This design comes from an exercise in tuning for small area and a short achievable clock period on the open sky130 flow, not from production work.

Setup of the baseline:
==> flow/design.v <==
`default_nettype none
package geom_pkg;
	localparam int FIXED_SHIFT = 6;
	localparam int TILE_PX = 64;
	localparam int BUMPY_PX = 16;
	localparam int GRID_COLS = 10;
	localparam int GRID_ROWS = 8;
	typedef logic signed [31:0] fixed_t;
	typedef logic signed [10:0] pixel_t;
	typedef logic [3:0] tile_idx_t;
	typedef struct packed {
		tile_idx_t col;
		tile_idx_t row;
	} tile_coord_t;
	typedef logic [1:0] tile_kind_t;
	localparam tile_kind_t TILE_FREE = 2'd0;
	localparam tile_kind_t TILE_STEP = 2'd1;
	localparam tile_kind_t TILE_TELEPORT = 2'd2;
	localparam tile_kind_t TILE_BORDER = 2'd3;
	typedef tile_kind_t [GRID_COLS*GRID_ROWS-1:0] tile_map_t;
	typedef logic [3:0] edge_code_t;
	localparam edge_code_t EDGE_NONE = 4'b0000;
	localparam edge_code_t EDGE_BOTTOM = 4'b0001;
	localparam edge_code_t EDGE_RIGHT = 4'b0010;
	localparam edge_code_t EDGE_TOP = 4'b0100;
	localparam edge_code_t EDGE_LEFT = 4'b1000;
endpackage
`default_nettype wire
`default_nettype none
package motion_pkg;
	typedef enum logic [2:0] {
		S_RESET,
		S_IDLE,
		S_LEFT,
		S_RIGHT,
		S_DOWN,
		S_UP,
		S_DIE
	} move_state_e;
	typedef struct packed {
		logic left;
		logic right;
		logic up;
		logic down;
	} keys_t;
	typedef struct packed {
		logic step;
		logic free;
		logic border;
		logic teleport;
		logic [3:0] hit_edge;
	} collision_t;
endpackage
`default_nettype wire
`timescale 1ns/100ps
`default_nettype none
module bumpy_core (
	input wire logic clk,
	input wire logic resetN,
	input wire logic start_of_frame,
	input wire motion_pkg::keys_t keys,
	input wire logic die,
	input wire logic restart,
	input wire geom_pkg::tile_map_t tile_map,
	input wire geom_pkg::tile_coord_t teleport_target,
	output geom_pkg::pixel_t offset_x,
	output geom_pkg::pixel_t offset_y,
	output motion_pkg::move_state_e state
);
	localparam logic [2:0] S_RESET = 3'd0;
	localparam logic [2:0] S_IDLE = 3'd1;
	localparam logic [2:0] S_LEFT = 3'd2;
	localparam logic [2:0] S_RIGHT = 3'd3;
	localparam logic [2:0] S_DOWN = 3'd4;
	localparam logic [2:0] S_UP = 3'd5;
	localparam logic [2:0] S_DIE = 3'd6;
	localparam logic [28:0] RST_PX = 29'd192;    
	localparam logic [30:0] RST_PY = 31'd8960;   
	localparam logic [30:0] LIM_Y = 31'd1376;
	logic [2:0] st;
	logic [2:0] cc;
	logic sxn, sxp, syn, syp, sx_nz;
	logic [28:0] px;    
	logic [30:0] py;    
	logic [28:0] jx;    
	logic [30:0] jyl;   
	assign state = motion_pkg::move_state_e'(st);
	assign offset_x = px[13:3];
	assign offset_y = py[15:5];
	logic c_step, c_tele, c_free, c_bl, c_br;
	assign c_step = cc[0] & cc[1];
	assign c_tele = cc[0] & cc[2];
	assign c_free = cc[0] & ~cc[1] & ~cc[2];
	assign c_bl = ~cc[0] & cc[2];
	assign c_br = ~cc[0] & cc[1];
	logic [2:0] st_n;
	always_comb begin
		st_n = st;
		if (die)
			st_n = S_DIE;
		else if (st == S_RESET)
			st_n = S_IDLE;
		else if (st == S_DIE) begin
			if (restart)
				st_n = S_RESET;
		end
		else if (keys.up)
			st_n = c_free ? S_UP : S_IDLE;
		else if (keys.down)
			st_n = S_DOWN;
		else if (keys.left)
			st_n = S_LEFT;
		else if (keys.right)
			st_n = S_RIGHT;
		else
			st_n = S_IDLE;
	end
	logic dir_r;
	always_ff @(posedge clk or negedge resetN) begin
		if (!resetN) begin
			st <= S_RESET;
			dir_r <= 1'b0;
		end
		else if (start_of_frame) begin
			st <= st_n;
			dir_r <= st_n[0];
		end
	end
	logic [159:0] tm;
	assign tm = tile_map;
	logic signed [19:0] cx, cy;
	logic [5:0] mx, my;
	assign cx = px[28:9];
	assign mx = px[8:3];
	assign cy = py[30:11];
	assign my = py[10:5];
	logic inc_f, dec_l, inc_r, inc_rf, inc_rs;
	assign inc_f = (mx >= 6'd56);
	assign dec_l = (mx == 6'd0);
	assign inc_r = (mx >= 6'd48);
	assign inc_rf = (my >= 6'd48);
	assign inc_rs = (my >= 6'd56);
	logic cx_in, cx_m1, cx_10, cy_in, cy_m1;
	logic in_cf, in_cl, in_cr, in_rf, in_rs;
	assign cx_in = (cx[19:4] == 16'd0) && (cx[3:0] <= 4'd9);
	assign cx_m1 = (cx == -20'sd1);
	assign cx_10 = (cx == 20'sd10);
	assign cy_in = (cy[19:3] == 17'd0);
	assign cy_m1 = (cy == -20'sd1);
	assign in_cf = (cx_in && !(cx[3:0] == 4'd9 && inc_f)) || (cx_m1 && inc_f);
	assign in_cl = (cx_in && !(cx[3:0] == 4'd0 && dec_l)) || (cx_10 && dec_l);
	assign in_cr = (cx_in && !(cx[3:0] == 4'd9 && inc_r)) || (cx_m1 && inc_r);
	assign in_rf = (cy_in && !(cy[2:0] == 3'd7 && inc_rf)) || (cy_m1 && inc_rf);
	assign in_rs = (cy_in && !(cy[2:0] == 3'd7 && inc_rs)) || (cy_m1 && inc_rs);
	logic [9:0] col_f, col_l, col_r;
	logic [7:0] row_f, row_s;
	always_comb begin
		for (int k = 0; k < 10; k++) begin
			col_f[k] = inc_f ? (cx[3:0] == 4'(k - 1)) : (cx[3:0] == 4'(k));
			col_l[k] = dec_l ? (cx[3:0] == 4'(k + 1)) : (cx[3:0] == 4'(k));
			col_r[k] = inc_r ? (cx[3:0] == 4'(k - 1)) : (cx[3:0] == 4'(k));
		end
		for (int k = 0; k < 8; k++) begin
			row_f[k] = inc_rf ? (cy[2:0] == 3'(k - 1)) : (cy[2:0] == 3'(k));
			row_s[k] = inc_rs ? (cy[2:0] == 3'(k - 1)) : (cy[2:0] == 3'(k));
		end
	end
	logic [1:0] rsel_f [10];
	logic rsel_s [10];
	logic [1:0] kfs;
	logic lbs, rbs;
	always_comb begin
		for (int c = 0; c < 10; c++) begin
			rsel_f[c] = 2'b00;
			rsel_s[c] = 1'b0;
			for (int r = 0; r < 8; r++) begin
				rsel_f[c] = rsel_f[c] | ({2{row_f[r]}} & tm[2 * (r * 10 + c) +: 2]);
				rsel_s[c] = rsel_s[c] | (row_s[r] & tm[2 * (r * 10 + c)] & tm[2 * (r * 10 + c) + 1]);
			end
		end
		kfs = 2'b00;
		lbs = 1'b0;
		rbs = 1'b0;
		for (int c = 0; c < 10; c++) begin
			kfs = kfs | ({2{col_f[c]}} & rsel_f[c]);
			lbs = lbs | (col_l[c] & rsel_s[c]);
			rbs = rbs | (col_r[c] & rsel_s[c]);
		end
	end
	logic [1:0] kf;
	logic lb, rb;
	assign kf = kfs | {2{~(in_cf & in_rf)}};
	assign lb = lbs | ~(in_cl & in_rs);
	assign rb = rbs | ~(in_cr & in_rs);
	logic [2:0] cc_n;
	assign cc_n = (kf != 2'd3) ? {kf, 1'b1} : {lb, ~lb & rb, 1'b0};
	always_ff @(posedge clk or negedge resetN) begin
		if (!resetN)
			cc <= 3'b000;
		else
			cc <= cc_n;
	end
	logic lt_y;
	assign lt_y = signed'(py) < signed'(jyl);
	logic signed [10:0] qx;
	always_comb begin
		case ({dir_r, sx_nz})
			2'b00: qx = 11'sd513;
			2'b01: qx = 11'sd498;
			2'b10: qx = -11'sd512;
			default: qx = -11'sd497;
		endcase
	end
	logic [30:0] ax, bx, cx3, sx3, kx3, zx;
	assign ax = {px[28], px[28], px};
	assign bx = ~{jx[28], jx[28], jx};
	assign cx3 = {{20{qx[10]}}, qx};
	assign sx3 = ax ^ bx ^ cx3;
	assign kx3 = {(ax[29:0] & bx[29:0]) | (ax[29:0] & cx3[29:0]) | (bx[29:0] & cx3[29:0]), 1'b0};
	assign zx = sx3 + kx3;
	logic [28:0] ux;
	logic wrap_l, wrap_r, lt_l, gt_r;
	assign ux = {~jx[28], jx[27:0]};
	assign wrap_l = (ux[28:10] == 19'd0) && (sx_nz ? (ux[9:0] < 10'd497) : (ux[9:0] < 10'd512));
	assign wrap_r = (ux[28:10] == 19'h7ffff) && (sx_nz ? (~ux[9:0] < 10'd497) : (~ux[9:0] < 10'd512));
	assign lt_l = wrap_l ? ~(~zx[30] & zx[29]) : zx[30];
	assign gt_r = wrap_r ? ~(zx[30] & ~zx[29]) : ~zx[30];
	always_ff @(posedge clk or negedge resetN) begin
		if (!resetN) begin
			syn <= 1'b0;
			syp <= 1'b0;
		end
		else begin
			case (st)
				S_IDLE, S_LEFT, S_RIGHT: begin
					if (c_step && !syn) begin
						syn <= 1'b1;
						syp <= 1'b0;
					end
					else if (lt_y && !syp) begin
						syn <= 1'b0;
						syp <= 1'b1;
					end
				end
				S_DOWN: begin
					syn <= 1'b0;
					syp <= 1'b1;
				end
				S_UP: begin
					syn <= 1'b1;
					syp <= 1'b0;
				end
				default: begin
					syn <= 1'b0;
					syp <= 1'b0;
				end
			endcase
		end
	end
	logic sxn_n, sxp_n;
	assign sxn_n = (st == S_LEFT) && !(lt_l && !sxp);
	assign sxp_n = (st == S_RIGHT) && !(gt_r && !sxn);
	always_ff @(posedge clk or negedge resetN) begin
		if (!resetN) begin
			sxn <= 1'b0;
			sxp <= 1'b0;
			sx_nz <= 1'b0;
		end
		else begin
			sxn <= sxn_n;
			sxp <= sxp_n;
			sx_nz <= sxn_n | sxp_n;
		end
	end
	logic jump;
	assign jump = c_step || (st == S_UP && c_free);
	logic [3:0] jlp, jlm;
	logic [28:0] jpush;
	assign jlp = {1'b0, px[8:6]} + 4'd5;
	assign jlm = {1'b0, px[8:6]} - 4'd5;
	always_comb begin
		logic one, zero;
		jpush[5:0] = px[5:0];
		jpush[8:6] = c_br ? jlp[2:0] : jlm[2:0];
		one = jlp[3];
		zero = jlm[3];
		for (int i = 9; i < 29; i++) begin
			jpush[i] = px[i] ^ (c_br ? one : zero);
			one = one & px[i];
			zero = zero & ~px[i];
		end
	end
	always_ff @(posedge clk or negedge resetN) begin
		if (!resetN)
			jx <= '0;
		else if (jump)
			jx <= px;
		else if (c_bl || c_br)
			jx <= jpush;
	end
	logic [6:0] jyb;
	logic [30:0] jyn;
	assign jyb = {1'b0, py[10:5]} - 7'd43;
	always_comb begin
		logic zero;
		jyn[4:0] = py[4:0];
		jyn[10:5] = jyb[5:0];
		zero = jyb[6];
		for (int i = 11; i < 31; i++) begin
			jyn[i] = py[i] ^ zero;
			zero = zero & ~py[i];
		end
	end
	always_ff @(posedge clk or negedge resetN) begin
		if (!resetN)
			jyl <= -LIM_Y;
		else if (jump)
			jyl <= jyn;
	end
	logic [28:0] tx;
	always_comb begin
		logic one, zero;
		one = 1'b1;
		zero = 1'b1;
		for (int i = 0; i < 4; i++) begin
			tx[i] = sxp ? zero : one;
			one = one & px[i];
			zero = zero & ~px[i];
		end
		one = ~one;
		zero = ~zero;
		for (int i = 4; i < 29; i++) begin
			tx[i] = sxp ? zero : one;
			one = one & ~px[i];
			zero = zero & px[i];
		end
	end
	logic [30:0] ty;
	logic [7:0] lyp, lym;
	assign lyp = {1'b0, py[6:0]} + 8'd75;
	assign lym = {1'b0, py[6:0]} - 8'd75;
	always_comb begin
		logic one, zero;
		ty[6:0] = (syp ? lyp[6:0] : lym[6:0]) ^ py[6:0];
		one = lyp[7];
		zero = lym[7];
		for (int i = 7; i < 31; i++) begin
			ty[i] = syp ? one : zero;
			one = one & py[i];
			zero = zero & ~py[i];
		end
	end
	always_ff @(posedge clk or negedge resetN) begin
		if (!resetN) begin
			px <= RST_PX;
			py <= RST_PY;
		end
		else if (c_tele) begin
			px <= {16'd0, teleport_target.col, 9'd192};
			py <= {16'd0, teleport_target.row, 11'd768};
		end
		else if (start_of_frame) begin
			px <= px ^ ({29{sxn | sxp}} & tx);
			py <= py ^ ({31{syn | syp}} & ty);
		end
	end
endmodule
`default_nettype wire
Settings: LEC_CHECK=0, CAP_MARGIN=20, CORE_MARGIN=2, CORE_UTILIZATION=45, SETUP_SLACK_MARGIN=2.5, SLEW_MARGIN=20; clock period 6.0 ns.
standard.sh (not shown) runs the stock make flow with config.mk's settings and CLKGATE_MAP_FILE= SYNTH_SCRIPT=/design/flow/synth_recipe.tcl, a recipe that flattens the netlist after the stock synthesis.
==> flow/flow/run.sh <==
#!/bin/bash
export BUFFER_PORTS_ARGS="-buffer_cell sky130_fd_sc_hd__buf_1"
bash standard.sh > standard.log 2>&1
Input-level comparison between the candidate and the baseline:
--- a/flow/design.v
+++ b/flow/design.v
@@ -82,9 +82,9 @@
 	logic sxn, sxp, syn, syp, sx_nz;
 	logic [28:0] px;    
 	logic [30:0] py;    
 	logic [28:0] jx;    
-	logic [30:0] jyl;   
+	logic [30:0] jy;    
 	assign state = motion_pkg::move_state_e'(st);
 	assign offset_x = px[13:3];
 	assign offset_y = py[15:5];
 	logic c_step, c_tele, c_free, c_bl, c_br;
@@ -139,8 +139,15 @@
 	assign dec_l = (mx == 6'd0);
 	assign inc_r = (mx >= 6'd48);
 	assign inc_rf = (my >= 6'd48);
 	assign inc_rs = (my >= 6'd56);
+	logic [3:0] cf4, cl4, cr4;
+	logic [2:0] rf3, rs3;
+	assign cf4 = cx[3:0] + {3'd0, inc_f};
+	assign cl4 = cx[3:0] - {3'd0, dec_l};
+	assign cr4 = cx[3:0] + {3'd0, inc_r};
+	assign rf3 = cy[2:0] + {2'd0, inc_rf};
+	assign rs3 = cy[2:0] + {2'd0, inc_rs};
 	logic cx_in, cx_m1, cx_10, cy_in, cy_m1;
 	logic in_cf, in_cl, in_cr, in_rf, in_rs;
 	assign cx_in = (cx[19:4] == 16'd0) && (cx[3:0] <= 4'd9);
 	assign cx_m1 = (cx == -20'sd1);
@@ -155,15 +162,15 @@
 	logic [9:0] col_f, col_l, col_r;
 	logic [7:0] row_f, row_s;
 	always_comb begin
 		for (int k = 0; k < 10; k++) begin
-			col_f[k] = inc_f ? (cx[3:0] == 4'(k - 1)) : (cx[3:0] == 4'(k));
-			col_l[k] = dec_l ? (cx[3:0] == 4'(k + 1)) : (cx[3:0] == 4'(k));
-			col_r[k] = inc_r ? (cx[3:0] == 4'(k - 1)) : (cx[3:0] == 4'(k));
+			col_f[k] = (cf4 == 4'(k));
+			col_l[k] = (cl4 == 4'(k));
+			col_r[k] = (cr4 == 4'(k));
 		end
 		for (int k = 0; k < 8; k++) begin
-			row_f[k] = inc_rf ? (cy[2:0] == 3'(k - 1)) : (cy[2:0] == 3'(k));
-			row_s[k] = inc_rs ? (cy[2:0] == 3'(k - 1)) : (cy[2:0] == 3'(k));
+			row_f[k] = (rf3 == 3'(k));
+			row_s[k] = (rs3 == 3'(k));
 		end
 	end
 	logic [1:0] rsel_f [10];
 	logic rsel_s [10];
@@ -199,10 +206,13 @@
 			cc <= 3'b000;
 		else
 			cc <= cc_n;
 	end
-	logic lt_y;
-	assign lt_y = signed'(py) < signed'(jyl);
+	logic [32:0] zy;
+	logic wrap_y, lt_y;
+	assign zy = {py[30], py[30], py} + ~{jy[30], jy[30], jy} + 33'd1377;
+	assign wrap_y = ({~jy[30], jy[29:0]} < 31'd1376);
+	assign lt_y = wrap_y ? ~(~zy[32] & zy[31]) : zy[32];
 	logic signed [10:0] qx;
 	always_comb begin
 		case ({dir_r, sx_nz})
 			2'b00: qx = 11'sd513;
@@ -297,27 +307,17 @@
 			jx <= px;
 		else if (c_bl || c_br)
 			jx <= jpush;
 	end
-	logic [6:0] jyb;
-	logic [30:0] jyn;
-	assign jyb = {1'b0, py[10:5]} - 7'd43;
-	always_comb begin
-		logic zero;
-		jyn[4:0] = py[4:0];
-		jyn[10:5] = jyb[5:0];
-		zero = jyb[6];
-		for (int i = 11; i < 31; i++) begin
-			jyn[i] = py[i] ^ zero;
-			zero = zero & ~py[i];
-		end
-	end
 	always_ff @(posedge clk or negedge resetN) begin
 		if (!resetN)
-			jyl <= -LIM_Y;
+			jy <= '0;
 		else if (jump)
-			jyl <= jyn;
+			jy <= py;
 	end
+	logic mvx, mvy;
+	assign mvx = start_of_frame & (sxn | sxp);
+	assign mvy = start_of_frame & (syn | syp);
 	logic [28:0] tx;
 	always_comb begin
 		logic one, zero;
 		one = 1'b1;
@@ -358,11 +358,11 @@
 		else if (c_tele) begin
 			px <= {16'd0, teleport_target.col, 9'd192};
 			py <= {16'd0, teleport_target.row, 11'd768};
 		end
-		else if (start_of_frame) begin
-			px <= px ^ ({29{sxn | sxp}} & tx);
-			py <= py ^ ({31{syn | syp}} & ty);
+		else begin
+			px <= px ^ ({29{mvx}} & tx);
+			py <= py ^ ({31{mvy}} & ty);
 		end
 	end
 endmodule
 `default_nettype wire
==> comparison <==
In the final design statistics, the candidate uses fewer standard cells in total than the baseline.
The candidate ended up with a lower via count than the baseline did.
Diff the baseline -> the candidate: wire length on met2 decreased by about 13% relative to the old numbers, global-route usage decreased by 5.1 points relative to the old numbers, total standard cell area after synthesis decreased by 1.4% relative to the old numbers.
Compared with the baseline, the candidate is hungrier on power.
No run of this note included a check of the RTL's function; only the layout flow was run.

## static timing again, ports no longer ideal
No port has a modelled driver above. Below, the same layouts with a new extraction and two added sets of constraints. Step 1 (the two cells are an assumption about what drives the block):
set clk [get_ports {clk}]
set_driving_cell -lib_cell sky130_fd_sc_hd__clkbuf_16 $clk
set_driving_cell -lib_cell sky130_fd_sc_hd__buf_2 [delete_from_list [all_inputs] $clk]
Step 2 moves the port delays by t, midway between the first and last clock arrival at a register: inputs arrive t later, outputs are due t later. That takes back most of the time a late clock gives input paths. Slacks: no drivers / after step 1 / after step 2; pairs: no drivers / after step 1.
run	t, ns	setup slack, ns	worst hold slack (ns)
the baseline	0.491	1.943 / 1.943 / 1.943	0.461 / 0.461 / 0.461
the candidate	0.469	2.388 / 2.388 / 2.206	0.483 / 0.483 / 0.483
After both steps setup and hold are still met in every run listed. For the candidate, which loses most, drivers alone change the setup slack by 0.000 ns; drivers and shift together by -0.182 ns.
